What follows belongs to an exercise in optimizing a design on an open flow for small area and a short achievable clock period; a production flow would make more cautious choices.
In this exercise RTL edits were held to simulation tests only and were not proved equivalent to the original.
No activity file was given, so power comes from the tool's default toggle rates.

==> design.v <==
package trace_pkg;
  localparam int CLS_W   = 5;
  localparam int NUM_CLS = 17;
endpackage
module trace_classify (
  input  logic [5:0]  opcode,
  input  logic [5:0]  funct,
  output logic [16:0] dec
);
  logic rt;
  assign rt      = (opcode == 6'd0);
  assign dec[0]  = rt & (funct == 6'd32);
  assign dec[1]  = rt & (funct == 6'd34);
  assign dec[2]  = rt & (funct == 6'd36);
  assign dec[3]  = rt & (funct == 6'd37);
  assign dec[4]  = rt & (funct == 6'd2);
  assign dec[5]  = rt & (funct == 6'd42);
  assign dec[6]  = rt & (funct == 6'd8);
  assign dec[7]  = rt & (funct == 6'd0);
  assign dec[8]  = rt & (funct == 6'd27);
  assign dec[9]  = rt & (funct == 6'd16);
  assign dec[10] = rt & (funct == 6'd18);
  assign dec[11] = (opcode == 6'd35);
  assign dec[12] = (opcode == 6'd43);
  assign dec[13] = (opcode == 6'd13);
  assign dec[14] = (opcode == 6'd4);
  assign dec[15] = (opcode == 6'd2);
  assign dec[16] = ~|dec[15:0];
endmodule
module trace_cls_enc (
  input  logic [16:0] dec,
  output logic [4:0]  cls
);
  always_comb begin
    cls = 5'd0;
    for (int k = 0; k < 17; k++)
      if (dec[k]) cls = cls | 5'(k);
  end
endmodule
module trace_cnt_rd (
  input  logic [271:0] cnt,
  input  logic [16:0]  dec,
  input  logic         live,
  output logic [15:0]  cur
);
  always_comb begin
    cur = '0;
    for (int k = 0; k < 17; k++)
      cur = cur | (cnt[16*k +: 16] & {16{dec[k] & live}});
  end
endmodule
module trace_sat_inc (
  input  logic [15:0] cur,
  output logic [15:0] nxt
);
  assign nxt = (cur + 16'd1) | {16{&cur}};
endmodule
module trace_cnt_next (
  input  logic        we,
  input  logic        keep,
  input  logic [15:0] nxt,
  input  logic [15:0] q,
  output logic [15:0] d
);
  assign d = (nxt & {16{we}}) | (q & {16{keep}});
endmodule
module trace_cnt_port (
  input  logic [271:0] cnt,
  input  logic [4:0]   sel,
  input  logic         live,
  output logic [15:0]  val
);
  always_comb begin
    val = '0;
    for (int k = 0; k < 17; k++)
      val = val | (cnt[16*k +: 16] & {16{(sel == 5'(k)) & live}});
  end
endmodule
module trace_fifo (
  input  logic        clk,
  input  logic        rst,
  input  logic        clr,
  input  logic        push,
  input  logic        ready,
  input  logic [84:0] wdata,
  output logic        valid,
  output logic [84:0] rdata,
  output logic [4:0]  level,
  output logic        overflow,
  output logic [15:0] drop_cnt
);
  logic [84:0] head_q;
  logic [84:0] buf_q [15];
  logic [84:0] head_d, head_nxt;
  logic [84:0] x;
  logic        phase_q;
  logic [3:0]  bw_q, br_q;
  logic [4:0]  lvl_q;
  logic        ovf_q;
  logic [15:0] drop_q;
  logic        full, pop, acc, drop;
  logic        lvl0, lvl1;
  logic        head_in, head_buf, buf_wr;
  assign valid    = |lvl_q;
  assign full     = lvl_q[4];
  assign lvl0     = ~valid;
  assign lvl1     = (lvl_q == 5'd1);
  assign pop      = valid & ready & ~clr;
  assign acc      = push & ~clr & (~full | ready);
  assign drop     = push & ~clr & full & ~ready;
  assign level    = lvl_q;
  assign overflow = ovf_q;
  assign drop_cnt = drop_q;
  assign rdata    = head_q ~^ {85{phase_q}};
  assign x        = wdata ~^ {85{phase_q}};
  assign head_in  = acc & (lvl0 | (lvl1 & pop));
  assign head_buf = pop & ~lvl0 & ~lvl1;
  assign buf_wr   = acc & ~head_in;
  always_ff @(posedge clk or negedge rst) begin
    if (!rst) begin
      bw_q   <= '0;
      br_q   <= '0;
      lvl_q  <= '0;
      ovf_q  <= 1'b0;
      drop_q <= '0;
    end else if (clr) begin
      bw_q   <= '0;
      br_q   <= '0;
      lvl_q  <= '0;
      ovf_q  <= 1'b0;
      drop_q <= '0;
    end else begin
      if (buf_wr)   bw_q <= (bw_q == 4'd14) ? 4'd0 : bw_q + 4'd1;
      if (head_buf) br_q <= (br_q == 4'd14) ? 4'd0 : br_q + 4'd1;
      if (acc & ~pop) lvl_q <= lvl_q + 5'd1;
      else if (pop & ~acc) lvl_q <= lvl_q - 5'd1;
      if (drop) begin
        ovf_q <= 1'b1;
        if (drop_q != 16'hffff) drop_q <= drop_q + 16'd1;
      end
    end
  end
  always_ff @(posedge clk or negedge rst) begin
    if (!rst) phase_q <= 1'b0;
    else      phase_q <= ~phase_q;
  end
  for (genvar k = 0; k < 15; k++) begin : g_ent
    logic [84:0] nxt;
    trace_hold_inv u_hold (
      .en  (buf_wr && bw_q == 4'(k)),
      .d   (x),
      .q   (buf_q[k]),
      .nxt (nxt)
    );
    always_ff @(posedge clk) buf_q[k] <= nxt;
  end
  logic [15*85-1:0] buf_flat;
  logic [14:0]      rsel;
  for (genvar k = 0; k < 15; k++) begin : g_rd
    assign buf_flat[85*k +: 85] = buf_q[k];
    assign rsel[k] = head_buf & (br_q == 4'(k));
  end
  trace_rec_mux u_rmux (
    .ent   (buf_flat),
    .sel   (rsel),
    .in    (x),
    .in_en (head_in),
    .rec   (head_d)
  );
  trace_hold_inv u_hhold (
    .en  (head_in | head_buf),
    .d   (head_d),
    .q   (head_q),
    .nxt (head_nxt)
  );
  always_ff @(posedge clk) head_q <= head_nxt;
endmodule
module trace_rec_mux (
  input  logic [15*85-1:0] ent,
  input  logic [14:0]      sel,
  input  logic [84:0]      in,
  input  logic             in_en,
  output logic [84:0]      rec
);
  always_comb begin
    rec = in & {85{in_en}};
    for (int k = 0; k < 15; k++)
      rec = rec | (ent[85*k +: 85] & {85{sel[k]}});
  end
endmodule
module trace_hold_inv (
  input  logic        en,
  input  logic [84:0] d,
  input  logic [84:0] q,
  output logic [84:0] nxt
);
  assign nxt = ~(en ? d : q);
endmodule
import trace_pkg::*;
module instr_trace_unit #(
  parameter int PC_W     = 32,
  parameter int DATA_W   = 32,
  parameter int DEPTH    = 16,
  parameter int STAMP_W  = 16,
  parameter int CNT_W    = 16,
  parameter int OVR_MODE = 0
) (
  input  logic                   clk,
  input  logic                   rst,
  input  logic                   en,
  input  logic                   clr,
  input  logic                   ret_valid,
  input  logic [PC_W-1:0]        ret_pc,
  input  logic [5:0]             ret_opcode,
  input  logic [5:0]             ret_funct,
  input  logic [DATA_W-1:0]      ret_wd,
  output logic                   tr_valid,
  input  logic                   tr_ready,
  output logic [PC_W-1:0]        tr_pc,
  output logic [4:0]             tr_class,
  output logic [DATA_W-1:0]      tr_wd,
  output logic [STAMP_W-1:0]     tr_stamp,
  output logic [$clog2(DEPTH):0] level,
  output logic                   overflow,
  output logic [CNT_W-1:0]       drop_cnt,
  input  logic [4:0]             cnt_sel,
  output logic [CNT_W-1:0]       cnt_val
);
  logic [15:0] stamp_q;
  logic        live_q;
  logic        push;
  logic [16:0] dec;
  logic [4:0]  cls;
  logic [84:0] rec_out;
  always_ff @(posedge clk or negedge rst) begin
    if (!rst) stamp_q <= '0;
    else      stamp_q <= stamp_q + 16'd1;
  end
  always_ff @(posedge clk or negedge rst) begin
    if (!rst) live_q <= 1'b0;
    else      live_q <= 1'b1;
  end
  assign push = en & ret_valid;
  trace_classify u_cls (
    .opcode (ret_opcode),
    .funct  (ret_funct),
    .dec    (dec)
  );
  trace_cls_enc u_enc (
    .dec (dec),
    .cls (cls)
  );
  logic [15:0]  cnt_q [17];
  logic [271:0] cnt_flat;
  logic [15:0]  cur, nxt;
  logic         wr, zero;
  for (genvar k = 0; k < 17; k++) begin : g_flat
    assign cnt_flat[16*k +: 16] = cnt_q[k];
  end
  trace_cnt_rd u_crd (
    .cnt  (cnt_flat),
    .dec  (dec),
    .live (live_q),
    .cur  (cur)
  );
  trace_sat_inc u_inc (
    .cur (cur),
    .nxt (nxt)
  );
  assign wr   = push & ~clr;
  assign zero = clr | ~live_q;
  for (genvar k = 0; k < 17; k++) begin : g_cnt
    logic        we, keep;
    logic [15:0] d;
    assign we   = wr & dec[k];
    assign keep = ~we & ~zero;
    trace_cnt_next u_next (
      .we   (we),
      .keep (keep),
      .nxt  (nxt),
      .q    (cnt_q[k]),
      .d    (d)
    );
    always_ff @(posedge clk) cnt_q[k] <= d;
  end
  trace_cnt_port u_cport (
    .cnt  (cnt_flat),
    .sel  (cnt_sel),
    .live (live_q),
    .val  (cnt_val)
  );
  trace_fifo u_fifo (
    .clk      (clk),
    .rst      (rst),
    .clr      (clr),
    .push     (push),
    .ready    (tr_ready),
    .wdata    ({stamp_q, ret_pc, cls, ret_wd}),
    .valid    (tr_valid),
    .rdata    (rec_out),
    .level    (level),
    .overflow (overflow),
    .drop_cnt (drop_cnt)
  );
  assign {tr_stamp, tr_pc, tr_class, tr_wd} = rec_out;
endmodule
==> flow/run.sh <==
#!/bin/bash
# Own layout flow: the standard ORFS flow (standard.sh), with these
# changes passed as make variables:
#  - the purely combinational modules (no registers) trace_classify,
#    trace_cnt_rd, trace_sat_inc, trace_cnt_next, trace_cnt_port,
#    trace_rec_mux and trace_hold_inv are given as hand-mapped sky130 gate
#    netlists written by flow/gen_mux.py, in place of their RTL;
#  - slow 4-high-stack OR/NOR cells and low-power inverters are added to
#    the don't-use list, for
#    synthesis and for the resizer alike;
#  - ports are buffered with the smallest buffer (the resizer upsizes any
#    that timing needs) instead of a delay cell;
#  - clock tree synthesis inserts no dummy loads (flow/cts_args.txt).
# Each step's full output goes to a log file in the folder this runs in.
set -euo pipefail
python3 flow/gen_mux.py design.v design_mapped.v > gen_mux.log 2>&1
PLAT="sky130_fd_sc_hd__probe_p_8 sky130_fd_sc_hd__probec_p_8 sky130_fd_sc_hd__lpflow_bleeder_1 sky130_fd_sc_hd__lpflow_clkbufkapwr_1 sky130_fd_sc_hd__lpflow_clkbufkapwr_16 sky130_fd_sc_hd__lpflow_clkbufkapwr_2 sky130_fd_sc_hd__lpflow_clkbufkapwr_4 sky130_fd_sc_hd__lpflow_clkbufkapwr_8 sky130_fd_sc_hd__lpflow_clkinvkapwr_1 sky130_fd_sc_hd__lpflow_clkinvkapwr_16 sky130_fd_sc_hd__lpflow_clkinvkapwr_2 sky130_fd_sc_hd__lpflow_clkinvkapwr_4 sky130_fd_sc_hd__lpflow_clkinvkapwr_8 sky130_fd_sc_hd__lpflow_decapkapwr_12 sky130_fd_sc_hd__lpflow_decapkapwr_3 sky130_fd_sc_hd__lpflow_decapkapwr_4 sky130_fd_sc_hd__lpflow_decapkapwr_6 sky130_fd_sc_hd__lpflow_decapkapwr_8 sky130_fd_sc_hd__lpflow_inputiso0n_1 sky130_fd_sc_hd__lpflow_inputiso0p_1 sky130_fd_sc_hd__lpflow_inputiso1n_1 sky130_fd_sc_hd__lpflow_inputiso1p_1 sky130_fd_sc_hd__lpflow_inputisolatch_1 sky130_fd_sc_hd__lpflow_isobufsrc_1 sky130_fd_sc_hd__lpflow_isobufsrc_16 sky130_fd_sc_hd__lpflow_isobufsrc_2 sky130_fd_sc_hd__lpflow_isobufsrc_4 sky130_fd_sc_hd__lpflow_isobufsrc_8 sky130_fd_sc_hd__lpflow_isobufsrckapwr_16 sky130_fd_sc_hd__lpflow_lsbuf_lh_hl_isowell_tap_1 sky130_fd_sc_hd__lpflow_lsbuf_lh_hl_isowell_tap_2 sky130_fd_sc_hd__lpflow_lsbuf_lh_hl_isowell_tap_4 sky130_fd_sc_hd__lpflow_lsbuf_lh_isowell_4 sky130_fd_sc_hd__lpflow_lsbuf_lh_isowell_tap_1 sky130_fd_sc_hd__lpflow_lsbuf_lh_isowell_tap_2 sky130_fd_sc_hd__lpflow_lsbuf_lh_isowell_tap_4"
SLOW=""
for c in or4 or4b or4bb nor4 nor4b nor4bb; do
  for s in 1 2 4; do SLOW="$SLOW sky130_fd_sc_hd__${c}_${s}"; done
done
SLOW="$SLOW sky130_fd_sc_hd__clkinvlp_2 sky130_fd_sc_hd__clkinvlp_4"
VARS=(
  "VERILOG_FILES=$PWD/design_mapped.v"
  "DONT_USE_CELLS=$PLAT$SLOW"
  "BUFFER_PORTS_ARGS=-buffer_cell sky130_fd_sc_hd__buf_1"
)
if [[ -f flow/cts_args.txt ]]; then VARS+=("CTS_ARGS=$(cat flow/cts_args.txt)"); fi
bash standard.sh synth "${VARS[@]}" > synth.log 2>&1
bash standard.sh finish "${VARS[@]}" > layout.log 2>&1
==> flow/cts_args.txt <==
-sink_clustering_enable -repair_clock_nets -dont_use_dummy_load -sink_clustering_size 18 -sink_clustering_max_diameter 50 -buf_list sky130_fd_sc_hd__clkbuf_8
==> flow/gen_mux.py <==
#!/usr/bin/env python3
"""Write gate-level (sky130_fd_sc_hd) versions of the purely combinational
modules trace_cnt_port, trace_rec_mux, trace_hold_inv, trace_cnt_next,
trace_classify, trace_cnt_rd and trace_sat_inc, and splice them into a design file in place of the RTL ones.
usage: gen_mux.py design_in.v design_out.v"""
import re, sys

P = 'sky130_fd_sc_hd__'

def cell(lines, kind, name, **pins):
    conn = ', '.join('.%s(%s)' % (k, v) for k, v in pins.items())
    lines.append('  %s%s %s (%s);' % (P, kind, name, conn))

def cnt_port():
    """Counter read port: sel decoded to a one-hot select twice (one copy per
    half of the output bits, to halve the select fanout), then per output bit
    an AND-OR of the 17 counters: a22oi pairs, and3 groups, nand3."""
    L = ['module trace_cnt_port (', '  input  wire [271:0] cnt,', '  input  wire [4:0]   sel,',
         '  input  wire         live,', '  output wire [15:0]  val', ');']
    L.append('  wire [4:0] sn;')
    for i in range(5):
        cell(L, 'inv_2', 'u_sn%d' % i, A='sel[%d]' % i, Y='sn[%d]' % i)
    lit = lambda i, v: ('sel[%d]' % i) if v else ('sn[%d]' % i)
    for h in range(2):
        L.append('  wire [7:0] a%d;' % h)
        L.append('  wire [2:0] b%d;' % h)
        L.append('  wire [16:0] oh%d;' % h)
        for m in range(8):
            cell(L, 'nand3_2', 'u_a%d_%d' % (h, m), A=lit(0, m & 1), B=lit(1, (m >> 1) & 1),
                 C=lit(2, (m >> 2) & 1), Y='a%d[%d]' % (h, m))
        for j, (b3, b4) in enumerate([(0, 0), (1, 0), (0, 1)]):
            cell(L, 'nand3_2', 'u_b%d_%d' % (h, j), A=lit(3, b3), B=lit(4, b4), C='live',
                 Y='b%d[%d]' % (h, j))
        for k in range(17):
            cell(L, 'nor2_2', 'u_oh%d_%d' % (h, k), A='a%d[%d]' % (h, k % 8), B='b%d[%d]' % (h, k // 8),
                 Y='oh%d[%d]' % (h, k))
    for i in range(16):
        oh = 'oh%d' % (i // 8)
        L.append('  wire [8:0] t%d;' % i)
        L.append('  wire [2:0] u%d;' % i)
        c = lambda k: 'cnt[%d]' % (16 * k + i)
        for m in range(8):
            cell(L, 'a22oi_1', 'u_t%d_%d' % (i, m), A1='%s[%d]' % (oh, 2 * m), A2=c(2 * m),
                 B1='%s[%d]' % (oh, 2 * m + 1), B2=c(2 * m + 1), Y='t%d[%d]' % (i, m))
        cell(L, 'nand2_1', 'u_t%d_8' % i, A='%s[16]' % oh, B=c(16), Y='t%d[8]' % i)
        for g in range(3):
            cell(L, 'and3_1', 'u_u%d_%d' % (i, g), A='t%d[%d]' % (i, 3 * g),
                 B='t%d[%d]' % (i, 3 * g + 1), C='t%d[%d]' % (i, 3 * g + 2), X='u%d[%d]' % (i, g))
        cell(L, 'nand3_2', 'u_o%d' % i, A='u%d[0]' % i, B='u%d[1]' % i, C='u%d[2]' % i, Y='val[%d]' % i)
    L.append('endmodule')
    return '\n'.join(L) + '\n'

def rec_mux():
    L = ['module trace_rec_mux (', '  input  wire [15*85-1:0] ent,', '  input  wire [14:0]      sel,',
         '  input  wire [84:0]      in,', '  input  wire             in_en,',
         '  output wire [84:0]      rec', ');']
    for b in range(85):
        L.append('  wire [5:0] x%d;' % b)
        L.append('  wire [1:0] y%d;' % b)
        terms = [('in_en', 'in[%d]' % b)] + [('sel[%d]' % k, 'ent[%d]' % (85 * k + b)) for k in range(15)]
        for g in range(5):
            (a1, a2), (b1, b2), (c1, c2) = terms[3 * g:3 * g + 3]
            cell(L, 'a222oi_1', 'u_x%d_%d' % (b, g), A1=a1, A2=a2, B1=b1, B2=b2, C1=c1, C2=c2,
                 Y='x%d[%d]' % (b, g))
        cell(L, 'nand2_1', 'u_x%d_5' % b, A=terms[15][0], B=terms[15][1], Y='x%d[5]' % b)
        for g in range(2):
            cell(L, 'nand3_1', 'u_y%d_%d' % (b, g), A='x%d[%d]' % (b, 3 * g), B='x%d[%d]' % (b, 3 * g + 1),
                 C='x%d[%d]' % (b, 3 * g + 2), Y='y%d[%d]' % (b, g))
        cell(L, 'or2_1', 'u_r%d' % b, A='y%d[0]' % b, B='y%d[1]' % b, X='rec[%d]' % b)
    L.append('endmodule')
    return '\n'.join(L) + '\n'

def hold_inv():
    """nxt = ~(en ? d : q), one a22oi per bit."""
    L = ['module trace_hold_inv (', '  input  wire        en,', '  input  wire [84:0] d,',
         '  input  wire [84:0] q,', '  output wire [84:0] nxt', ');', '  wire en_n;']
    cell(L, 'inv_2', 'u_en_n', A='en', Y='en_n')
    for b in range(85):
        cell(L, 'a22oi_1', 'u_n%d' % b, A1='en', A2='d[%d]' % b, B1='en_n', B2='q[%d]' % b,
             Y='nxt[%d]' % b)
    L.append('endmodule')
    return '\n'.join(L) + '\n'

def cnt_next():
    """d = we & nxt | keep & q, one a22o per bit."""
    L = ['module trace_cnt_next (', '  input  wire        we,', '  input  wire        keep,',
         '  input  wire [15:0] nxt,', '  input  wire [15:0] q,', '  output wire [15:0] d', ');']
    for b in range(16):
        cell(L, 'a22o_1', 'u_d%d' % b, A1='we', A2='nxt[%d]' % b, B1='keep', B2='q[%d]' % b,
             X='d[%d]' % b)
    L.append('endmodule')
    return '\n'.join(L) + '\n'

def classify():
    """One-hot class: R-type funct matches nor3(nand3 low, nand3 high, ~rt);
    I-type opcode matches nor2(nand3 low, nand3 high); the unknown class as
    rt & no funct match | ~rt & no opcode match."""
    L = ['module trace_classify (', '  input  wire [5:0]  opcode,', '  input  wire [5:0]  funct,',
         '  output wire [16:0] dec', ');', '  wire [5:0] opn, fnn;', '  wire r1, r2, rt, nrt;']
    for i in range(6):
        cell(L, 'inv_1', 'u_opn%d' % i, A='opcode[%d]' % i, Y='opn[%d]' % i)
        cell(L, 'inv_1', 'u_fnn%d' % i, A='funct[%d]' % i, Y='fnn[%d]' % i)
    cell(L, 'nor3_1', 'u_r1', A='opcode[0]', B='opcode[1]', C='opcode[2]', Y='r1')
    cell(L, 'nor3_1', 'u_r2', A='opcode[3]', B='opcode[4]', C='opcode[5]', Y='r2')
    cell(L, 'and2_1', 'u_rt', A='r1', B='r2', X='rt')
    cell(L, 'nand2_1', 'u_nrt', A='r1', B='r2', Y='nrt')
    halves = {}
    def half(sig, neg, v, lo):
        key = (sig, v, lo)
        if key not in halves:
            n = 'h_%s_%d_%d' % (sig, v, lo)
            L.append('  wire %s;' % n)
            bits = range(0, 3) if lo else range(3, 6)
            lits = [('%s[%d]' % (sig, b)) if (v >> b) & 1 else ('%s[%d]' % (neg, b)) for b in bits]
            cell(L, 'nand3_1', 'u_' + n, A=lits[0], B=lits[1], C=lits[2], Y=n)
            halves[key] = n
        return halves[key]
    fns = [32, 34, 36, 37, 2, 42, 8, 0, 27, 16, 18]
    ops = [35, 43, 13, 4, 2]
    L.append('  wire [10:0] fm;')
    L.append('  wire [4:0] om;')
    for k, v in enumerate(fns):
        a, b = half('funct', 'fnn', v, True), half('funct', 'fnn', v, False)
        cell(L, 'nor3_1', 'u_dec%d' % k, A=a, B=b, C='nrt', Y='dec[%d]' % k)
        cell(L, 'nor2_1', 'u_fm%d' % k, A=a, B=b, Y='fm[%d]' % k)
    for j, v in enumerate(ops):
        a, b = half('opcode', 'opn', v, True), half('opcode', 'opn', v, False)
        cell(L, 'nor2_1', 'u_dec%d' % (11 + j), A=a, B=b, Y='dec[%d]' % (11 + j))
        cell(L, 'nor2_1', 'u_om%d' % j, A=a, B=b, Y='om[%d]' % j)
    L.append('  wire [3:0] nf;')
    L.append('  wire [1:0] no;')
    L.append('  wire nfany, nopany;')
    cell(L, 'nor3_1', 'u_nf0', A='fm[0]', B='fm[1]', C='fm[2]', Y='nf[0]')
    cell(L, 'nor3_1', 'u_nf1', A='fm[3]', B='fm[4]', C='fm[5]', Y='nf[1]')
    cell(L, 'nor3_1', 'u_nf2', A='fm[6]', B='fm[7]', C='fm[8]', Y='nf[2]')
    cell(L, 'nor2_1', 'u_nf3', A='fm[9]', B='fm[10]', Y='nf[3]')
    cell(L, 'and4_1', 'u_nfany', A='nf[0]', B='nf[1]', C='nf[2]', D='nf[3]', X='nfany')
    cell(L, 'nor3_1', 'u_no0', A='om[0]', B='om[1]', C='om[2]', Y='no[0]')
    cell(L, 'nor2_1', 'u_no1', A='om[3]', B='om[4]', Y='no[1]')
    cell(L, 'and2_1', 'u_nopany', A='no[0]', B='no[1]', X='nopany')
    cell(L, 'a22o_1', 'u_dec16', A1='rt', A2='nfany', B1='nrt', B2='nopany', X='dec[16]')
    L.append('endmodule')
    return '\n'.join(L) + '\n'

def cnt_rd():
    """cur = live & OR_k dec[k] & cnt[k]: a22oi pairs, two and4, and the
    class-16 term and live in a final a31oi."""
    L = ['module trace_cnt_rd (', '  input  wire [271:0] cnt,', '  input  wire [16:0]  dec,',
         '  input  wire         live,', '  output wire [15:0]  cur', ');', '  wire nlive;']
    cell(L, 'inv_1', 'u_nlive', A='live', Y='nlive')
    for i in range(16):
        L.append('  wire [8:0] t%d;' % i)
        L.append('  wire [1:0] u%d;' % i)
        c = lambda k: 'cnt[%d]' % (16 * k + i)
        for m in range(8):
            cell(L, 'a22oi_1', 'u_t%d_%d' % (i, m), A1='dec[%d]' % (2 * m), A2=c(2 * m),
                 B1='dec[%d]' % (2 * m + 1), B2=c(2 * m + 1), Y='t%d[%d]' % (i, m))
        cell(L, 'nand2_1', 'u_t%d_8' % i, A='dec[16]', B=c(16), Y='t%d[8]' % i)
        for g in range(2):
            cell(L, 'and4_1', 'u_u%d_%d' % (i, g), A='t%d[%d]' % (i, 4 * g), B='t%d[%d]' % (i, 4 * g + 1),
                 C='t%d[%d]' % (i, 4 * g + 2), D='t%d[%d]' % (i, 4 * g + 3), X='u%d[%d]' % (i, g))
        cell(L, 'a31oi_1', 'u_o%d' % i, A1='u%d[0]' % i, A2='u%d[1]' % i, A3='t%d[8]' % i, B1='nlive',
             Y='cur[%d]' % i)
    L.append('endmodule')
    return '\n'.join(L) + '\n'

def sat_inc():
    """nxt = (cur + 1) | all ones when cur is all ones; two-level AND carries."""
    L = ['module trace_sat_inc (', '  input  wire [15:0] cur,', '  output wire [15:0] nxt', ');',
         '  wire [16:1] c;', '  wire [15:0] s;', '  wire [3:0] g;', '  wire all1;']
    x = lambda i: 'cur[%d]' % i
    for q in range(4):
        cell(L, 'and4_1', 'u_g%d' % q, A=x(4 * q), B=x(4 * q + 1), C=x(4 * q + 2), D=x(4 * q + 3),
             X='g[%d]' % q)
    # prefix within a group: p[q][j] = AND of cur[4q .. 4q+j]
    pre = {}
    for q in range(4):
        pre[(q, 0)] = x(4 * q)
        L.append('  wire [2:1] p%d;' % q)
        cell(L, 'and2_1', 'u_p%d_1' % q, A=x(4 * q), B=x(4 * q + 1), X='p%d[1]' % q)
        cell(L, 'and3_1', 'u_p%d_2' % q, A=x(4 * q), B=x(4 * q + 1), C=x(4 * q + 2), X='p%d[2]' % q)
        pre[(q, 1)] = 'p%d[1]' % q
        pre[(q, 2)] = 'p%d[2]' % q
        pre[(q, 3)] = 'g[%d]' % q
    for i in range(1, 17):
        q, j = (i - 1) // 4, (i - 1) % 4
        ins = ['g[%d]' % r for r in range(q)] + [pre[(q, j)]]
        if len(ins) == 1:
            L.append('  assign c[%d] = %s;' % (i, ins[0]))
        else:
            kind = {2: 'and2_1', 3: 'and3_1', 4: 'and4_1'}[len(ins)]
            cell(L, kind, 'u_c%d' % i, X='c[%d]' % i, **dict(zip('ABCD', ins)))
    L.append('  assign all1 = c[16];')
    cell(L, 'inv_1', 'u_s0', A=x(0), Y='s[0]')
    for i in range(1, 16):
        cell(L, 'xor2_1', 'u_s%d' % i, A=x(i), B='c[%d]' % i, X='s[%d]' % i)
    for i in range(16):
        cell(L, 'or2_1', 'u_n%d' % i, A='s[%d]' % i, B='all1', X='nxt[%d]' % i)
    L.append('endmodule')
    return '\n'.join(L) + '\n'

def splice(src, name, body):
    m = re.search(r'^module\s+%s\b.*?^endmodule\b[^\n]*\n' % name, src, re.S | re.M)
    if not m:
        sys.exit('module %s not found' % name)
    return src[:m.start()] + body + src[m.end():]

if __name__ == '__main__':
    src = open(sys.argv[1]).read()
    src = splice(src, 'trace_cnt_port', cnt_port())
    src = splice(src, 'trace_rec_mux', rec_mux())
    for name, gen in (('trace_hold_inv', hold_inv), ('trace_cnt_next', cnt_next),
                      ('trace_classify', classify), ('trace_cnt_rd', cnt_rd),
                      ('trace_sat_inc', sat_inc)):
        if re.search(r'^module\s+%s\b' % name, src, re.M):
            src = splice(src, name, gen())
    open(sys.argv[2], 'w').write(src)
==> standard.sh <==
#!/bin/bash
# synth_recipe.tcl (not shown) runs the flow's synth.tcl, then flattens the netlist and writes it again
# the make line also repeats each setting of config.mk as NAME=value (left out here)
make -C /OpenROAD-flow-scripts/flow DESIGN_CONFIG=/design/flow/config.mk WORK_HOME=/design/flow/orfs CLKGATE_MAP_FILE= SYNTH_SCRIPT=/design/flow/synth_recipe.tcl "${@:-finish}"
==> config.mk <==
export PLATFORM = sky130hd
export DESIGN_NAME = instr_trace_unit
export DESIGN_NICKNAME = instr_trace_unit
export VERILOG_FILES = /design/flow/design.v
export SDC_FILE = /design/flow/constraint.sdc
export NUM_CORES = 4
export LEC_CHECK = 0
export CAP_MARGIN = 20
export CORE_MARGIN = 2
export CORE_UTILIZATION = 65
export PLACE_DENSITY = 0.8
export SETUP_SLACK_MARGIN = 1.9
export SLEW_MARGIN = 20
export SYNTH_HIERARCHICAL = 1
export TNS_END_PERCENT = 100
==> constraint.sdc <==
create_clock -name core_clock -period 5.5 [get_ports {clk}]
set_input_delay 1.1000 -clock core_clock [delete_from_list [all_inputs] [get_ports {clk}]]
set_output_delay 1.1000 -clock core_clock [all_outputs]
set_load 0.01 [all_outputs]
==> flow_summary_export.csv, run 1 <==
group,metric,value,unit
synthesis,synth_flop_cell,"dfxtp_1",
route,final_antenna_net_count,0,
clocking,clock_path_buffers,3,
worst_setup_path,path_class,"reg -> out",
synthesis,yosys.cell_count.top_type,"dfxtp_1",
place,dp_hpwl,110000,um
timing,fin_crit_sh,69.0,%
floorplanning,dieArea,95200,um2
hold_path,hold_class,"in -> async",
power_and_ir_drop,p_comb_share,14.9,%
clocking,numCtsBuffers,135,
route,drtIter0Drc,12100,
power_and_ir_drop,p_switching,6.57,mW
worst_setup_path,start_kind,"register",
synthesis,synth-edff-count,0,
route,vias,55500,
floorplanning,core,91800,um2
power_and_ir_drop,pwr-share-seq,59.2,%
synthesis,synthCells,5218,
grt,grt_max_degree,86,
worst_setup_path,r2r_cells,11,
finish,final_layout_size_suffix_gt1_share,12.2,%
timing,slew_violations,0,
floorplanning,ios,211,
synthesis,synthesis.nets,5311,
timing,rsz0062_at_grt,"true",
route,wire_per_inst,30.9,um
timing,clock_skew,101,ps
finish,final_core_util,74.4,%
grt,antenna_found_initial,3,
clocking,cts_tree,"built",
timing,worst_pin_slew,1230,ps
synthesis,yosysUniqueCellTypes,74,
floorplanning,start_util,65.7,%
route,viasPerCell,7.92,
route,totalWireLength,216000,um
finish,synthToLayoutAreaGrowth,13.3,%
power_and_ir_drop,pwr-share-clk,25.9,%
clocking,htreeDepth,4,
place,gp_congestion,0.983,
run,drv_cap,0,
floorplanning,die_w,309,um
timing,max_freq,0.263,GHz
synthesis,synth_top_cells_by_area,"dfxtp_1 54%, a22oi_1 20%, a222oi_1 7.1%",
synthesis,syn_area_per_cell,11.6,um2
place,portBuffers,210,
finish,layout.nets,5858,
route,drcViolationCount,0,
clocking,ctsHoldBuffers,0,
finish,nFillCells,6370,
worst_setup_path,end_kind,"primary output",
synthesis,synthArstFlopShare,2.86,%
synthesis,ys_ff_latch,1680,
synthesis,synth_top_area_cell,"dfxtp_1",
timing,totalNegativeSetupSlack,0,ps
power_and_ir_drop,swShare,28.3,%
clocking,cts.clk_slew.worst_paths,100,ps
power_and_ir_drop,vdd_ir_drop_max,0.364,mV
timing,hold_viol,0,
grt,grt_overflow,0,
status,status,"finished clean",
grt,grt_pass1_wl,315000,um
power_and_ir_drop,pwr_density_cell,340,nW/um2
synthesis,synth-seq-area-share,56.2,%
clocking,clk-insertion-delay-late,900,ps
timing,hold_ws,373,ps
worst_setup_path,arrival,2700,ps
worst_setup_path,crit_path_max_fanout,8,
synthesis,synth_top_cell_area_share,54.2,%
clocking,cts_root_buf,"clkbuf_8",
finish,seqCellArea,33900,um2
worst_setup_path,cp.required,4400,ps
route,firstDrtPassIters,14,
grt,grt_pass1_vias,52200,
power_and_ir_drop,p_int,16.6,mW
clocking,cts_sinks,1680,
timing,max_slew_margin,17.8,%
grt,grtUsageTotal,42.7,%
synthesis,yosys_warnings,13,
floorplanning,placementRows,111,
finish,multiInputGateArea,27300,um2
power_and_ir_drop,p_leak,23.9,nW
floorplanning,die_y,309,um
synthesis,synth_common_cells,"1632 x dfxtp_1, 1616 x a22oi_1, 425 x a222oi_1",
timing,finalCriticalPeriod,3800,ps
synthesis,netlist_area,60300,um2
timing,finalSetupViolations,0,
metrics by stage:
step	setup slack [ps]	std cells	total power [mW]	area [um2]
6_report	1700	7007	23.2	68300
5_1_grt	1700	7007	23.9	68300
4_1_cts	1790	6964	23.0	67400
3_5_place_dp	381	6817	17.2	64700
3_3_place_gp	556	6817	17.1	64700
2_1_floorplan	351	5218	15.9	60400
sequential cells by signal (all words and copies together), names as in the netlist:
register and cells:
u_fifo.head_q 85, u_fifo.br_q 4, u_fifo.ovf_q 1, u_fifo.lvl_q 5, live_q 1, cnt_q 272
u_fifo.bw_q 4, u_fifo.buf_q 1275, u_fifo.drop_q 16, stamp_q 16, u_fifo.phase_q 1
per-module statistics from Yosys, one instance, submodules excluded, a selection:
module / times used / cells inside
trace_cls_enc: 1 / 16
instr_trace_unit: 1 / 371
trace_cnt_next: 17 / 16
trace_rec_mux: 1 / 765
trace_classify: 1 / 89
trace_sat_inc: 1 / 56
trace_cnt_rd: 1 / 193
layout make-up:
class / count / area share [%]
flip-flops and latches: 1680 / 49.6
multi-input cells: 3448 / 40.0
inverters: 46 / 0.326
well taps: 1243 / 2.28
clock buffers: 135 / 2.72
repair buffers: 454 / 5.09
diodes: 1 / 0.00366
placed cells by master, fill, tap and decap left out, drive strengths merged, types with 6 or more instances in the layout:
master and count:
nand3 251, buf 447, clkbuf 142, xor2 17
and2 30, o21ai 15, or2 106, a31oi 18
nand4 18, dfrtp 48, nand2 137, and4 48
a22oi 1617, nor2b 6, a21oi 31, ha 6
nor2 104, a222oi 425, xnor2 182, inv 46
a22o 276, and3 60, nor3 37, dfxtp 1632
power by group through the flow:
| stage | Combinational, mW | Sequential [mW] | Clock, mW |
|---|---|---|---|
| finish | 3.45 | 13.7 | 6.01 |
| global route | 3.63 | 13.8 | 6.43 |
| CTS | 3.32 | 13.7 | 5.98 |
| detailed placement | 3.29 | 14.0 | 0 |
| global placement | 3.21 | 13.9 | 0 |
| floorplan | 2.08 | 13.8 | 0 |
metal layers:
metal / track usage (%) / share of wire (%) / vias to the layer above
met4: 23.8 / 5.6 / 7
met1: 55.6 / 36 / 26500
met3: 11.9 / 15 / 1008
met5: 0.556 / 0.043 / -
li1: - / - / 23000
met2: 64.2 / 43 / 4997
worst max-delay path, stage by stage, from the launching register on:
cell,delay (ps)
dfrtp_2,430
buf_12,150
nand3_4,110
buf_6,120
nor2_4,30
buf_12,140
a22oi_1,270
and3_1,230
nand3_2,150
buf_2,180
final timing paths:
check                                             from                     endpoint  slack, ps
setup reg to reg           u_fifo.lvl_q[1]$_DFFE_PN0P_    u_fifo.head_q[24]$_DFF_P_       1900
setup / recovery                      live_q$_DFF_PN0_                   cnt_val[8]       1700
min in group core_clock    u_fifo.buf_q[1][39]$_DFF_P_  u_fifo.buf_q[1][39]$_DFF_P_        440
hold / removal                                     rst     u_fifo.phase_q$_DFF_PN0_        370
max in group asynchronous                          rst   u_fifo.bw_q[0]$_DFFE_PN0P_       4580
hold reg to reg            u_fifo.buf_q[1][39]$_DFF_P_  u_fifo.buf_q[1][39]$_DFF_P_        440
logic make-up after synthesis:
logic type | share of synthesized area, %
xor+xnor | 2.93
compound gates | 32.3
buf+inv | 0.683
mux | 0.110
flops | 56.2
fa+ha+maj | 0.125
simple gates | 7.68
other cells | 0.00622
what timing repair did:
item,CTS,global route
buffers inserted,12,40
pin swaps,36,44
gates resized for setup,162,100
gates cloned,0,2
setup endpoints to repair,363,428
==> run 2: changes to the inputs <==
--- a/flow/gen_mux.py
+++ b/flow/gen_mux.py
@@ -14,10 +14,13 @@
 def cnt_port():
     """Counter read port: sel decoded to a one-hot select twice (one copy per
     half of the output bits, to halve the select fanout), then per output bit
-    an AND-OR of the 17 counters: a22oi pairs, and3 groups, nand3."""
+    an AND-OR of the 17 counters: a22oi pairs, and3 groups, and a final a31oi
+    that also forces 0 while live is 0."""
     L = ['module trace_cnt_port (', '  input  wire [271:0] cnt,', '  input  wire [4:0]   sel,',
          '  input  wire         live,', '  output wire [15:0]  val', ');']
     L.append('  wire [4:0] sn;')
+    L.append('  wire nlive;')
+    cell(L, 'inv_2', 'u_nlive', A='live', Y='nlive')
     for i in range(5):
         cell(L, 'inv_2', 'u_sn%d' % i, A='sel[%d]' % i, Y='sn[%d]' % i)
     lit = lambda i, v: ('sel[%d]' % i) if v else ('sn[%d]' % i)
@@ -29,7 +32,7 @@
             cell(L, 'nand3_2', 'u_a%d_%d' % (h, m), A=lit(0, m & 1), B=lit(1, (m >> 1) & 1),
                  C=lit(2, (m >> 2) & 1), Y='a%d[%d]' % (h, m))
         for j, (b3, b4) in enumerate([(0, 0), (1, 0), (0, 1)]):
-            cell(L, 'nand3_2', 'u_b%d_%d' % (h, j), A=lit(3, b3), B=lit(4, b4), C='live',
+            cell(L, 'nand2_2', 'u_b%d_%d' % (h, j), A=lit(3, b3), B=lit(4, b4),
                  Y='b%d[%d]' % (h, j))
         for k in range(17):
             cell(L, 'nor2_2', 'u_oh%d_%d' % (h, k), A='a%d[%d]' % (h, k % 8), B='b%d[%d]' % (h, k // 8),
@@ -46,7 +49,8 @@
         for g in range(3):
             cell(L, 'and3_1', 'u_u%d_%d' % (i, g), A='t%d[%d]' % (i, 3 * g),
                  B='t%d[%d]' % (i, 3 * g + 1), C='t%d[%d]' % (i, 3 * g + 2), X='u%d[%d]' % (i, g))
-        cell(L, 'nand3_2', 'u_o%d' % i, A='u%d[0]' % i, B='u%d[1]' % i, C='u%d[2]' % i, Y='val[%d]' % i)
+        cell(L, 'a31oi_2', 'u_o%d' % i, A1='u%d[0]' % i, A2='u%d[1]' % i, A3='u%d[2]' % i, B1='nlive',
+             Y='val[%d]' % i)
     L.append('endmodule')
     return '\n'.join(L) + '\n'
 
--- a/config.mk
+++ b/config.mk
@@ -7,8 +7,8 @@
 export LEC_CHECK = 0
 export CAP_MARGIN = 20
 export CORE_MARGIN = 2
-export CORE_UTILIZATION = 65
-export PLACE_DENSITY = 0.8
+export CORE_UTILIZATION = 55
+export PLACE_DENSITY = 0.7
 export SETUP_SLACK_MARGIN = 1.9
 export SLEW_MARGIN = 20
 export SYNTH_HIERARCHICAL = 1
==> flow_summary_export.csv, run 2 <==
group,metric,value,unit
status,status,"finished clean",
power_and_ir_drop,p_comb_share,15.2,%
synthesis,synth_top_area_cell,"dfxtp_1",
synthesis,synth_top_cell_area_share,54.2,%
timing,fin_crit_sh,68.8,%
floorplanning,start_util,55.4,%
power_and_ir_drop,total_power,23.5,mW
worst_setup_path,critPathLaunch,"cnt_sel[0]",
synthesis,ys_ff_latch,1680,
timing,slew_violations,0,
worst_setup_path,regToRegSetupSlack,1970,ps
floorplanning,dieArea,112000,um2
finish,largest-register,"u_fifo.buf_q",
grt,antenna_found_initial,5,
floorplanning,placementRows,121,
power_and_ir_drop,swShare,28.5,%
power_and_ir_drop,p_switching,6.70,mW
power_and_ir_drop,vdd_ir_drop_max,0.250,mV
floorplanning,die_w,335,um
floorplanning,core,109000,um2
worst_setup_path,cp_cell_sequence,"buf_16 > inv_12 > buf_4 > nand3_4 > nor2_4 > buf_4 > a22oi_1 > and3_1 > a31oi_4 > buf_2",
timing,worst_pin_slew,1310,ps
place,detailed_place.area,65300,um2
place,dp_hpwl,113000,um
grt,grt_overflow,0,
clocking,cts_root_buf,"clkbuf_8",
clocking,numCtsBuffers,141,
power_and_ir_drop,p_int,16.8,mW
synthesis,synth-seq-area-share,56.2,%
synthesis,synth_flop_cell,"dfxtp_1",
synthesis,yosys.cell_count.top_type,"dfxtp_1",
synthesis,synth_top_cells_by_area,"dfxtp_1 54%, a22oi_1 20%, a222oi_1 7.1%",
synthesis,netlist_area,60300,um2
clocking,cts.clk_slew.worst_paths,70,ps
power_and_ir_drop,pwr-share-seq,58.4,%
worst_setup_path,end_kind,"primary output",
synthesis,syn_area_per_cell,11.6,um2
grt,grt_pass1_vias,51900,
worst_setup_path,arrival,2680,ps
place,gp_congestion,0.910,
hold_path,hold_class,"reg -> reg",
route,wire_per_inst,31.6,um
power_and_ir_drop,p_leak,24.3,nW
route,drcViolationCount,0,
clocking,ctsHoldBuffers,0,
worst_setup_path,path_class,"in -> out",
floorplanning,die_y,335,um
clocking,clk-insertion-delay-late,910,ps
synthesis,synthesis.nets,5312,
finish,largest_reg_flops,1275,
worst_setup_path,cp.required,4400,ps
worst_setup_path,slowest_delay,250,ps
worst_setup_path,crit_end,"cnt_val[7]",
route,firstDrtPassIters,13,
synthesis,synthCells,5219,
worst_setup_path,slowest_stage,"a31oi_4",
timing,hold_ws,439,ps
run,drv_cap,0,
clocking,clock_path_buffers,3,
timing,max_freq,0.264,GHz
clocking,htreeDepth,4,
finish,layout_commonest_cell,"dfxtp_1",
worst_setup_path,start_kind,"input pin",
finish,most-common-layout-cells,"1632 x dfxtp_1, 1595 x a22oi_1, 425 x a222oi_1",
worst_setup_path,r2r_start,"u_fifo.lvl_q[0]$_DFFE_PN0P_",
place,portBuffers,210,
route,totalWireLength,229000,um
timing,hold_viol,0,
worst_setup_path,cp_common_cell,"buf_4",
floorplanning,ios,211,
finish,final_area,69600,um2
timing,max_slew_margin,12.4,%
timing,finalCriticalPeriod,3780,ps
grt,grt_pass1_wl,331000,um
route,vias,55700,
finish,top_regs,"u_fifo.buf_q: 1275 flops, cnt_q: 272 flops, u_fifo.head_q: 85 flops",
power_and_ir_drop,pwr-share-clk,26.3,%
clocking,cts_sinks,1680,
worst_setup_path,r2r_cells,11,
timing,rsz0062_at_grt,"true",
worst_setup_path,crit_path_max_fanout,8,
synthesis,yosys_warnings,13,
route,viasPerCell,7.68,
worst_setup_path,r2r_end,"u_fifo.head_q[20]$_DFF_P_",
synthesis,synth-edff-count,0,
timing,finalSetupViolations,0,
timing,clock_skew,125,ps
synthesis,synth_common_cells,"1632 x dfxtp_1, 1616 x a22oi_1, 425 x a222oi_1",
route,final_antenna_net_count,0,
grt,grt_max_degree,86,
finish,layout.nets,5941,
timing,totalNegativeSetupSlack,0,ps
finish,final_layout_size_suffix_gt1_share,12.4,%
synthesis,yosysUniqueCellTypes,76,
finish,synthToLayoutAreaGrowth,15.5,%
power_and_ir_drop,pwr_density_cell,337,nW/um2
clocking,cts_tree,"built",
grt,grtUsageTotal,38.3,%
route,drtIter0Drc,11000,
synthesis,synthArstFlopShare,2.86,%
==> run 2: cell count changes after synthesis <==
cell	delta
nand2_2	+6
inv_2	+1
a31oi_2	+16
nand3_2	-22
==> run 2: area by class of cell <==
cell class                 instances  area [um2]
fill                            8560       39200
sequential                      1680       33900
multi-input combinational       3447       27100
timing repair buffer             531        4590
clock buffer                     141        1940
tap                             1414        1770
inverter                          47         287
antenna                            2        5.00
==> run 2: how the worst min path moves through the flow <==
| stage | from | cells after the start | to | slack (ps) |
|---|---|---|---|---|
| 2_1_floorplan | u_fifo.buf_q[1][10]$_DFF_P_ | 1 | u_fifo.buf_q[1][10]$_DFF_P_ | 420 |
| 3_3_place_gp | u_fifo.buf_q[1][11]$_DFF_P_ | 1 | u_fifo.buf_q[1][11]$_DFF_P_ | 420 |
| 3_5_place_dp | u_fifo.buf_q[1][63]$_DFF_P_ | 1 | u_fifo.buf_q[1][63]$_DFF_P_ | 430 |
| 4_1_cts | rst | 2 | u_fifo.phase_q$_DFF_PN0_ | 360 |
| 5_1_grt | u_fifo.buf_q[5][41]$_DFF_P_ | 1 | u_fifo.buf_q[5][41]$_DFF_P_ | 450 |
| 6_report | u_fifo.buf_q[12][59]$_DFF_P_ | 1 | u_fifo.buf_q[12][59]$_DFF_P_ | 440 |
==> run 2: modules after synthesis (local to each module, per instance) <==
module | area (um2) | cells | flops+latches | times used
trace_sat_inc | 405 | 56 | 0 | 1
instr_trace_unit | 6400 | 371 | 289 | 1
trace_cnt_port | 1950 | 270 | 0 | 1
trace_cls_enc | 76.3 | 16 | 0 | 1
trace_fifo | 31000 | 1811 | 1391 | 1
trace_classify | 410 | 89 | 0 | 1
trace_rec_mux | 5960 | 765 | 0 | 1
trace_hold_inv | 642 | 86 | 0 | 16
trace_cnt_rd | 1410 | 193 | 0 | 1
trace_cnt_next | 140 | 16 | 0 | 17
==> run 2: logic make-up (layout without fill, tap and decap cells) <==
kind of cell,after synthesis,count (layout),share of synthesized area [%]
compound gates,2429,2429,32.6
buf+inv,92,719,0.689
fa+ha+maj,6,6,0.125
xor+xnor,200,200,2.93
simple gates,805,805,7.37
flops,1680,1680,56.2
other cells,1,3,0.00622
mux,6,6,0.110
==> run 2: critical path: cells and delay by family <==
kind / cells / cell delay (ps)
buffers and inverters: 5 / 710
and+or+nand+nor: 3 / 530
AOI/OAI and AO/OA: 2 / 330
==> run 2: repair_timing <==
action | in CTS | in global routing
endpoints found under the setup margin | 393 | 499
cloned | 0 | 1
pin swaps | 39 | 48
buffers inserted | 53 | 51
gates resized for setup | 101 | 123
==> run 2: power groups by stage <==
stage / combinational, mW / clock, mW / sequential (mW)
floorplan: 2.09 / 0 / 13.8
global placement: 3.26 / 0 / 13.9
detailed placement: 3.33 / 0 / 14.0
CTS: 3.39 / 6.20 / 13.7
global route: 3.81 / 6.65 / 13.8
finish: 3.58 / 6.19 / 13.7
==> run 2: metrics by stage <==
step	instances	setup slack, ps	utilization [%]
6_report	7262	1720	64.0
5_1_grt	7262	1740	64.0
4_1_cts	7208	1890	63.0
3_5_place_dp	7014	746	60.0
3_3_place_gp	7013	789	60.0
2_1_floorplan	5219	351	-
==> run 2: routing by layer <==
metal / vias to the layer above / GRT usage, % / share of wire [%]
met1: 27100 / 51.7 / 38
met5: - / 0.347 / 0.034
met2: 4540 / 57.1 / 43
li1: 23200 / - / -
met4: 4 / 19.2 / 5.2
met3: 909 / 9.59 / 14
==> run 3: changes to the inputs <==
--- a/flow/gen_mux.py
+++ b/flow/gen_mux.py
@@ -43,7 +43,7 @@
         L.append('  wire [2:0] u%d;' % i)
         c = lambda k: 'cnt[%d]' % (16 * k + i)
         for m in range(8):
-            cell(L, 'a22oi_1', 'u_t%d_%d' % (i, m), A1='%s[%d]' % (oh, 2 * m), A2=c(2 * m),
+            cell(L, 'a22oi_2', 'u_t%d_%d' % (i, m), A1='%s[%d]' % (oh, 2 * m), A2=c(2 * m),
                  B1='%s[%d]' % (oh, 2 * m + 1), B2=c(2 * m + 1), Y='t%d[%d]' % (i, m))
         cell(L, 'nand2_1', 'u_t%d_8' % i, A='%s[16]' % oh, B=c(16), Y='t%d[8]' % i)
         for g in range(3):
--- a/config.mk
+++ b/config.mk
@@ -7,8 +7,8 @@
 export LEC_CHECK = 0
 export CAP_MARGIN = 20
 export CORE_MARGIN = 2
-export CORE_UTILIZATION = 55
-export PLACE_DENSITY = 0.7
+export CORE_UTILIZATION = 72
+export PLACE_DENSITY = 0.86
 export SETUP_SLACK_MARGIN = 1.9
 export SLEW_MARGIN = 20
 export SYNTH_HIERARCHICAL = 1
==> flow_summary_export.csv, run 3 <==
group,metric,value,unit
status,status,"finished clean",
hold_path,hold_class,"in -> async",
place,gp_congestion,0.963,
timing,hold_viol,0,
timing,hold_ws,391,ps
synthesis,synth-seq-area-share,55.6,%
finish,final_layout_size_suffix_gt1_share,13.4,%
synthesis,synth_flop_cell,"dfxtp_1",
synthesis,ys_ff_latch,1680,
floorplanning,core,83700,um2
grt,grt_pass1_vias,54800,
worst_setup_path,path_class,"in -> out",
worst_setup_path,start_kind,"input pin",
synthesis,yosysUniqueCellTypes,76,
place,place_ws,477,ps
grt,grt_overflow,0,
power_and_ir_drop,pwr_density_cell,340,nW/um2
timing,worst_pin_slew,1250,ps
timing,finalSetupViolations,0,
finish,synthToLayoutAreaGrowth,13.2,%
synthesis,synthArstFlopShare,2.86,%
worst_setup_path,crit_path_max_fanout,9,
worst_setup_path,end_kind,"primary output",
floorplanning,die_y,295,um
clocking,clock_path_buffers,3,
timing,max_freq,0.269,GHz
worst_setup_path,r2r_start,"u_fifo.lvl_q[1]$_DFFE_PN0P_",
synthesis,netlist_area,60900,um2
route,drtIter0Drc,14000,
place,place_inst,6713,
clocking,cts.clk_slew.worst_paths,80,ps
worst_setup_path,slowest_stage,"nor2_4",
synthesis,synth_top_family_by_area,"compound AO/OA/AOI/OAI gates",
worst_setup_path,path_buf_inv,3,
grt,grt_pass1_wl,329000,um
power_and_ir_drop,pwr-share-seq,58.7,%
route,firstDrtPassIters,15,
run,drv_cap,0,
synthesis,synthesis.nets,5312,
synthesis,syn_area_per_cell,11.7,um2
floorplanning,placementRows,106,
timing,fin_crit_sh,67.6,%
synthesis,muxShareOfSynthArea,0.109,%
synthesis,synthCells,5219,
finish,final_area,69000,um2
power_and_ir_drop,swShare,28.8,%
route,wire_per_inst,32.8,um
worst_setup_path,slowest_delay,300,ps
floorplanning,dieArea,87000,um2
route,drcViolationCount,0,
power_and_ir_drop,p_int,16.7,mW
finish,most-common-layout-cells,"1632 x dfxtp_1, 1488 x a22oi_1, 425 x a222oi_1",
power_and_ir_drop,p_comb_share,15.3,%
synthesis,synth_top_cells_by_area,"dfxtp_1 54%, a22oi_1 18%, a222oi_1 7.0%",
timing,rsz0062_at_grt,"true",
power_and_ir_drop,total_power,23.5,mW
timing,fin_ws,1780,ps
synthesis,synth_top_cell_area_share,53.6,%
finish,finalNonFillerCells,6930,
clocking,cts_root_buf,"clkbuf_8",
clocking,cts_sinks,1680,
route,viasPerCell,8.37,
route,vias,58000,
synthesis,synth_top_area_cell,"dfxtp_1",
worst_setup_path,cp.required,4400,ps
worst_setup_path,arrival,2620,ps
timing,totalNegativeSetupSlack,0,ps
synthesis,yosys.cell_count.top_type,"dfxtp_1",
clocking,numCtsBuffers,138,
place,dp_hpwl,114000,um
floorplanning,die_w,295,um
grt,grt_max_degree,86,
synthesis,synth_common_cells,"1632 x dfxtp_1, 1488 x a22oi_1, 425 x a222oi_1",
finish,largest_reg_flops,1275,
finish,layout_commonest_cell,"dfxtp_1",
grt,antenna_found_initial,2,
worst_setup_path,r2r_cells,9,
synthesis,synthSimpleGateAreaFrac,7.30,%
floorplanning,ios,211,
floorplanning,start_util,72.8,%
worst_setup_path,regToRegSetupSlack,2030,ps
finish,largest-register,"u_fifo.buf_q",
place,portBuffers,210,
clocking,clk-insertion-delay-late,910,ps
power_and_ir_drop,p_switching,6.76,mW
power_and_ir_drop,pwr-share-clk,26.1,%
grt,grtUsageTotal,48.9,%
synthesis,yosys_warnings,13,
clocking,cts_tree,"built",
synthesis,synth-edff-count,0,
worst_setup_path,cp_cell_sequence,"buf_16 > inv_16 > nand3_4 > nor2_4 > nand2_1 > and3_1 > a31oi_2 > buf_2",
worst_setup_path,cp_top_family,"simple AND/OR/NAND/NOR gates",
finish,layout.nets,5888,
finish,top_regs,"u_fifo.buf_q: 1275 flops, cnt_q: 272 flops, u_fifo.head_q: 85 flops",
timing,clock_skew,121,ps
finish,final_core_util,82.4,%
worst_setup_path,r2r_end,"u_fifo.buf_q[0][34]$_DFF_P_",
synthesis,synth_xor_area_share,2.90,%
clocking,htreeDepth,4,
timing,max_slew_margin,16.4,%
synthesis,synth_compound_area_share,33.3,%
power_and_ir_drop,vdd_ir_drop_max,0.298,mV
timing,slew_violations,0,
timing,finalCriticalPeriod,3720,ps
place,detailed_place.area,65200,um2
power_and_ir_drop,p_leak,23.9,nW
route,totalWireLength,228000,um
synthesis,synthAdderAreaFrac,0.123,%
route,final_antenna_net_count,0,
==> run 3: cell types whose count changed after synthesis <==
cell / previous run / this run
a22oi_2: 1 / 129
a22oi_1: 1616 / 1488
==> run 3: power groups by stage <==
stage                     registers [mW]  logic (mW)  clock network [mW]
after floorplan                     13.8        2.09                   0
after detailed placement            14.0        3.28                   0
after CTS                           13.7        3.35                6.00
after global placement              13.9        3.18                   0
after global routing                13.8        3.73                6.50
final                               13.8        3.58                6.13
==> run 3: logic make-up after synthesis <==
group | after synthesis
XOR/XNOR | 200
AO/OA/AOI/OAI | 2429
flip-flops | 1680
multiplexers | 6
adder cells (fa/ha/maj) | 6
buffers and inverters | 92
AND/OR/NAND/NOR | 805
other | 1
==> run 3: modules after synthesis, one instance, submodules excluded <==
module | copies in the design | flops+latches
trace_cls_enc | 1 | 0
trace_cnt_rd | 1 | 0
trace_cnt_port | 1 | 0
trace_fifo | 1 | 1391
trace_sat_inc | 1 | 0
trace_classify | 1 | 0
trace_cnt_next | 17 | 0
trace_rec_mux | 1 | 0
trace_hold_inv | 16 | 0
instr_trace_unit | 1 | 289
==> run 3: routing by layer <==
metal	routed length [um]	GRT usage [%]	up-vias	share of wire, %
met5	0	0.277	-	0
met4	17500	31.1	0	7.7
met3	38000	15.7	1496	17
met2	94600	70.6	6044	42
met1	77400	63.3	27400	34
li1	-	-	23100	-
==> run 3: worst max path at each step <==
stage / from / to / slack [ps] / depth (start not counted)
detailed placement: ret_opcode[0] / cnt_q[11][9]$_DFF_P_ / 480 / 13
global route: ret_funct[2] / cnt_q[1][8]$_DFF_P_ / 1790 / 16
CTS: cnt_sel[1] / cnt_val[7] / 1890 / 9
floorplan: tr_ready / u_fifo.buf_q[1][10]$_DFF_P_ / 350 / 7
global placement: ret_opcode[0] / cnt_q[0][9]$_DFF_P_ / 590 / 13
finish: cnt_sel[1] / cnt_val[7] / 1780 / 8
==> run 3: area by class of cell <==
type	instances	area [um2]
Antenna cell	3	7.51
Clock buffer	138	1900
Fill cell	4842	14700
Inverter	47	295
Multi-Input combinational cell	3453	27600
Sequential cell	1680	33900
Tap cell	1134	1420
Timing Repair Buffer	475	3880
==> run 3: what timing repair did <==
item                       CTS  global route
buffers inserted            36            34
pin swaps                   49            22
setup endpoints to repair  307           545
cloned                       0             6
gates resized for setup    105            90
hold buffers                 0             0
==> run 4: changes to the inputs <==
--- a/config.mk
+++ b/config.mk
@@ -7,8 +7,8 @@
 export LEC_CHECK = 0
 export CAP_MARGIN = 20
 export CORE_MARGIN = 2
-export CORE_UTILIZATION = 72
-export PLACE_DENSITY = 0.86
+export CORE_UTILIZATION = 65
+export PLACE_DENSITY = 0.8
 export SETUP_SLACK_MARGIN = 1.9
 export SLEW_MARGIN = 20
 export SYNTH_HIERARCHICAL = 1
==> flow_summary_export.csv, run 4 <==
group,metric,value,unit
power_and_ir_drop,pwr-share-seq,58.9,%
synthesis,muxShareOfSynthArea,0.109,%
grt,grt_overflow,0,
finish,final_layout_size_suffix_gt1_share,13.6,%
timing,fin_ws,1780,ps
timing,finalCriticalPeriod,3720,ps
synthesis,netlist_area,60900,um2
worst_setup_path,path_buf_inv,4,
grt,top_usage_layer,"met2",
timing,hold_viol,0,
route,wire_per_inst,31.2,um
timing,max_slew_margin,14.2,%
worst_setup_path,cp.required,4400,ps
clocking,clock_path_buffers,3,
floorplanning,placementRows,112,
clocking,cts_tree,"built",
synthesis,synthAdderAreaFrac,0.123,%
worst_setup_path,regToRegSetupSlack,1910,ps
grt,grt_max_degree,86,
clocking,htreeDepth,4,
grt,use_met1,57.3,%
finish,top_regs,"u_fifo.buf_q: 1275 flops, cnt_q: 272 flops, u_fifo.head_q: 85 flops",
place,place_ws,632,ps
synthesis,synth_common_cells,"1632 x dfxtp_1, 1488 x a22oi_1, 425 x a222oi_1",
timing,hold_ws,386,ps
grt,grt_pass1_vias,53600,
timing,finalSetupViolations,0,
floorplanning,dieArea,96200,um2
floorplanning,die_y,310,um
finish,layout.nets,5887,
worst_setup_path,arrival,2620,ps
clocking,cts_sinks,1680,
synthesis,synth-seq-area-share,55.6,%
power_and_ir_drop,swShare,28.6,%
grt,use_met2,63.0,%
finish,finalNonFillerCells,7050,
power_and_ir_drop,p_switching,6.66,mW
synthesis,yosys_warnings,13,
finish,synthToLayoutAreaGrowth,13.8,%
synthesis,yosysUniqueCellTypes,76,
timing,rsz0062_at_grt,"true",
route,totalWireLength,220000,um
synthesis,synth_top_cell_area_share,53.6,%
power_and_ir_drop,pwr-share-clk,25.8,%
finish,layout_commonest_cell,"dfxtp_1",
floorplanning,ios,211,
hold_path,hold_class,"in -> async",
timing,worst_pin_slew,1290,ps
place,dp_hpwl,112000,um
timing,slew_violations,0,
worst_setup_path,slowest_stage,"a31oi_4",
finish,largest-register,"u_fifo.buf_q",
synthesis,synth_top_area_cell,"dfxtp_1",
worst_setup_path,end_kind,"primary output",
finish,final_area,69300,um2
route,final_antenna_net_count,0,
grt,use_met3,11.7,%
worst_setup_path,slowest_delay,260,ps
synthesis,synthCells,5219,
synthesis,yosys.cell_count.top_type,"dfxtp_1",
power_and_ir_drop,vdd_ir_drop_max,0.464,mV
place,gp_congestion,0.950,
floorplanning,die_w,310,um
finish,most-common-layout-cells,"1632 x dfxtp_1, 1488 x a22oi_1, 425 x a222oi_1",
floorplanning,start_util,65.5,%
route,drtIter0Drc,12600,
synthesis,synthesis.nets,5312,
grt,grtUsageTotal,42.8,%
worst_setup_path,crit_path_max_fanout,8,
synthesis,synthArstFlopShare,2.86,%
timing,max_freq,0.269,GHz
worst_setup_path,start_kind,"input pin",
synthesis,ys_ff_latch,1680,
synthesis,synth_flop_cell,"dfxtp_1",
clocking,cts.clk_slew.worst_paths,110,ps
synthesis,syn_area_per_cell,11.7,um2
timing,clock_skew,107,ps
timing,fin_crit_sh,67.7,%
finish,final_core_util,74.5,%
clocking,numCtsBuffers,133,
power_and_ir_drop,p_comb_share,15.2,%
synthesis,synth_top_family_by_area,"compound AO/OA/AOI/OAI gates",
clocking,ctsHoldBuffers,0,
worst_setup_path,cp_cell_sequence,"buf_16 > clkinv_16 > nand3_4 > nor2_4 > buf_12 > a22oi_2 > and3_4 > a31oi_4 > buf_2",
power_and_ir_drop,p_leak,24.0,nW
power_and_ir_drop,p_int,16.6,mW
synthesis,synth_xor_area_share,2.90,%
timing,totalNegativeSetupSlack,0,ps
synthesis,synth-edff-count,0,
clocking,cts_root_buf,"clkbuf_8",
route,drcViolationCount,0,
run,drv_cap,0,
synthesis,synthSimpleGateAreaFrac,7.30,%
synthesis,synth_compound_area_share,33.3,%
route,firstDrtPassIters,13,
status,status,"finished clean",
grt,grt_pass1_wl,320000,um
route,vias,56400,
synthesis,synth_top_cells_by_area,"dfxtp_1 54%, a22oi_1 18%, a222oi_1 7.0%",
worst_setup_path,path_class,"in -> out",
floorplanning,core,93000,um2
place,place_inst,6839,
place,detailed_place.area,65500,um2
power_and_ir_drop,pwr_density_cell,336,nW/um2
finish,largest_reg_flops,1275,
route,viasPerCell,8.00,
place,portBuffers,210,
clocking,clk-insertion-delay-late,900,ps
grt,antenna_found_initial,3,
worst_setup_path,cp_top_family,"simple AND/OR/NAND/NOR gates",
power_and_ir_drop,total_power,23.3,mW
==> run 4: cell families after synthesis <==
family                   count (synthesis)
AO/OA/AOI/OAI                         2429
multiplexers                             6
XOR/XNOR                               200
flip-flops                            1680
adder cells (fa/ha/maj)                  6
other                                    1
buffers and inverters                   92
AND/OR/NAND/NOR                        805
==> run 4: per-layer routing <==
layer	part of all wire, %	wire (um)	vias to the layer above
li1	-	-	23000
met1	36	80100	27100
met2	43	94400	5223
met3	15	33100	1020
met4	5.6	12400	2
met5	0.0059	13	-
==> run 4: cell type report <==
type / instances / area [um2]
well taps: 1254 / 1570
inverters: 47 / 315
repair buffers: 483 / 3970
diodes: 4 / 10.0
multi-input cells: 3449 / 27800
fillers: 6455 / 23700
flip-flops and latches: 1680 / 33900
clock buffers: 133 / 1830
==> run 4: final timing paths <==
path                                                  start                             to  cells after the start
worst max-delay path                             cnt_sel[2]                     cnt_val[7]                      9
worst min register to register  u_fifo.buf_q[4][61]$_DFF_P_    u_fifo.buf_q[4][61]$_DFF_P_                      1
worst max register to register  u_fifo.lvl_q[1]$_DFFE_PN0P_     u_fifo.buf_q[1][1]$_DFF_P_                      9
worst min-delay path                                    rst  u_fifo.drop_q[11]$_DFFE_PN0P_                      2
max in group asynchronous                               rst       u_fifo.phase_q$_DFF_PN0_                      2
min in group core_clock         u_fifo.buf_q[4][61]$_DFF_P_    u_fifo.buf_q[4][61]$_DFF_P_                      1
==> run 4: power groups by stage <==
| stage | registers, mW | logic [mW] | clock network, mW |
|---|---|---|---|
| 6_report | 13.7 | 3.54 | 6.02 |
| 5_1_grt | 13.8 | 3.76 | 6.40 |
| 4_1_cts | 13.7 | 3.38 | 5.96 |
| 3_5_place_dp | 14.0 | 3.32 | 0 |
| 3_3_place_gp | 13.9 | 3.23 | 0 |
| 2_1_floorplan | 13.8 | 2.09 | 0 |
==> run 4: per-module statistics from Yosys, one instance, submodules excluded <==
module            flip-flops and latches  times used
trace_hold_inv                         0          16
trace_sat_inc                          0           1
trace_fifo                          1391           1
trace_cnt_rd                           0           1
trace_cls_enc                          0           1
trace_cnt_next                         0          17
trace_classify                         0           1
trace_rec_mux                          0           1
trace_cnt_port                         0           1
instr_trace_unit                     289           1
==> run 4: what timing repair did <==
action,CTS,global route
pin swaps,41,32
endpoints found under the hold margin,0,0
gates cloned,0,6
resized for setup,119,104
setup buffers,51,17
setup endpoints to repair,352,347
==> run 4: worst register-to-register path, stage by stage (launching register included) <==
cell and delay, ps:
dfrtp_1 440, inv_1 120, ha_1 210, and4bb_2 250
a22oi_2 370, nand4b_1 560, nor3_4 440, inv_4 450
buf_4 470, a22oi_1 220

-- afterwards: timing with drivers on the ports --
No port has a modelled driver above. Below, the same layouts with a new extraction and two added sets of constraints.
Step 1: set_driving_cell puts a clkbuf_16 on clk and a buf_2 on each other input, an assumption about the parent block.
Step 2 also shifts input and output timing later by t, the mid clock arrival at the registers, as if the neighbouring blocks saw the same clock.
Slacks: ideal / step 1 / step 2; pairs: ideal / step 1.
run | shift t [ns] | slack for setup (ns) | hold slack, ns | worst data-port slew with drivers (ns) | pins driven straight from the clock port
run 1 | 0.922 | 1.704 / 1.630 / 0.955 | 0.373 / 0.347 / 0.441 | 0.05 | 1
run 2 | 0.918 | 1.716 / 1.573 / 1.023 | 0.439 / 0.419 / 0.439 | 0.18 | 1
run 3 | 0.914 | 1.779 / 1.696 / 0.953 | 0.391 / 0.351 / 0.438 | 0.12 | 1
run 4 | 0.919 | 1.777 / 1.626 / 1.022 | 0.386 / 0.342 / 0.439 | 0.19 | 1
After both steps setup and hold are still met in every run listed. For run 3, which loses most, drivers alone change the setup slack by -0.083 ns; drivers and shift together by -0.826 ns.
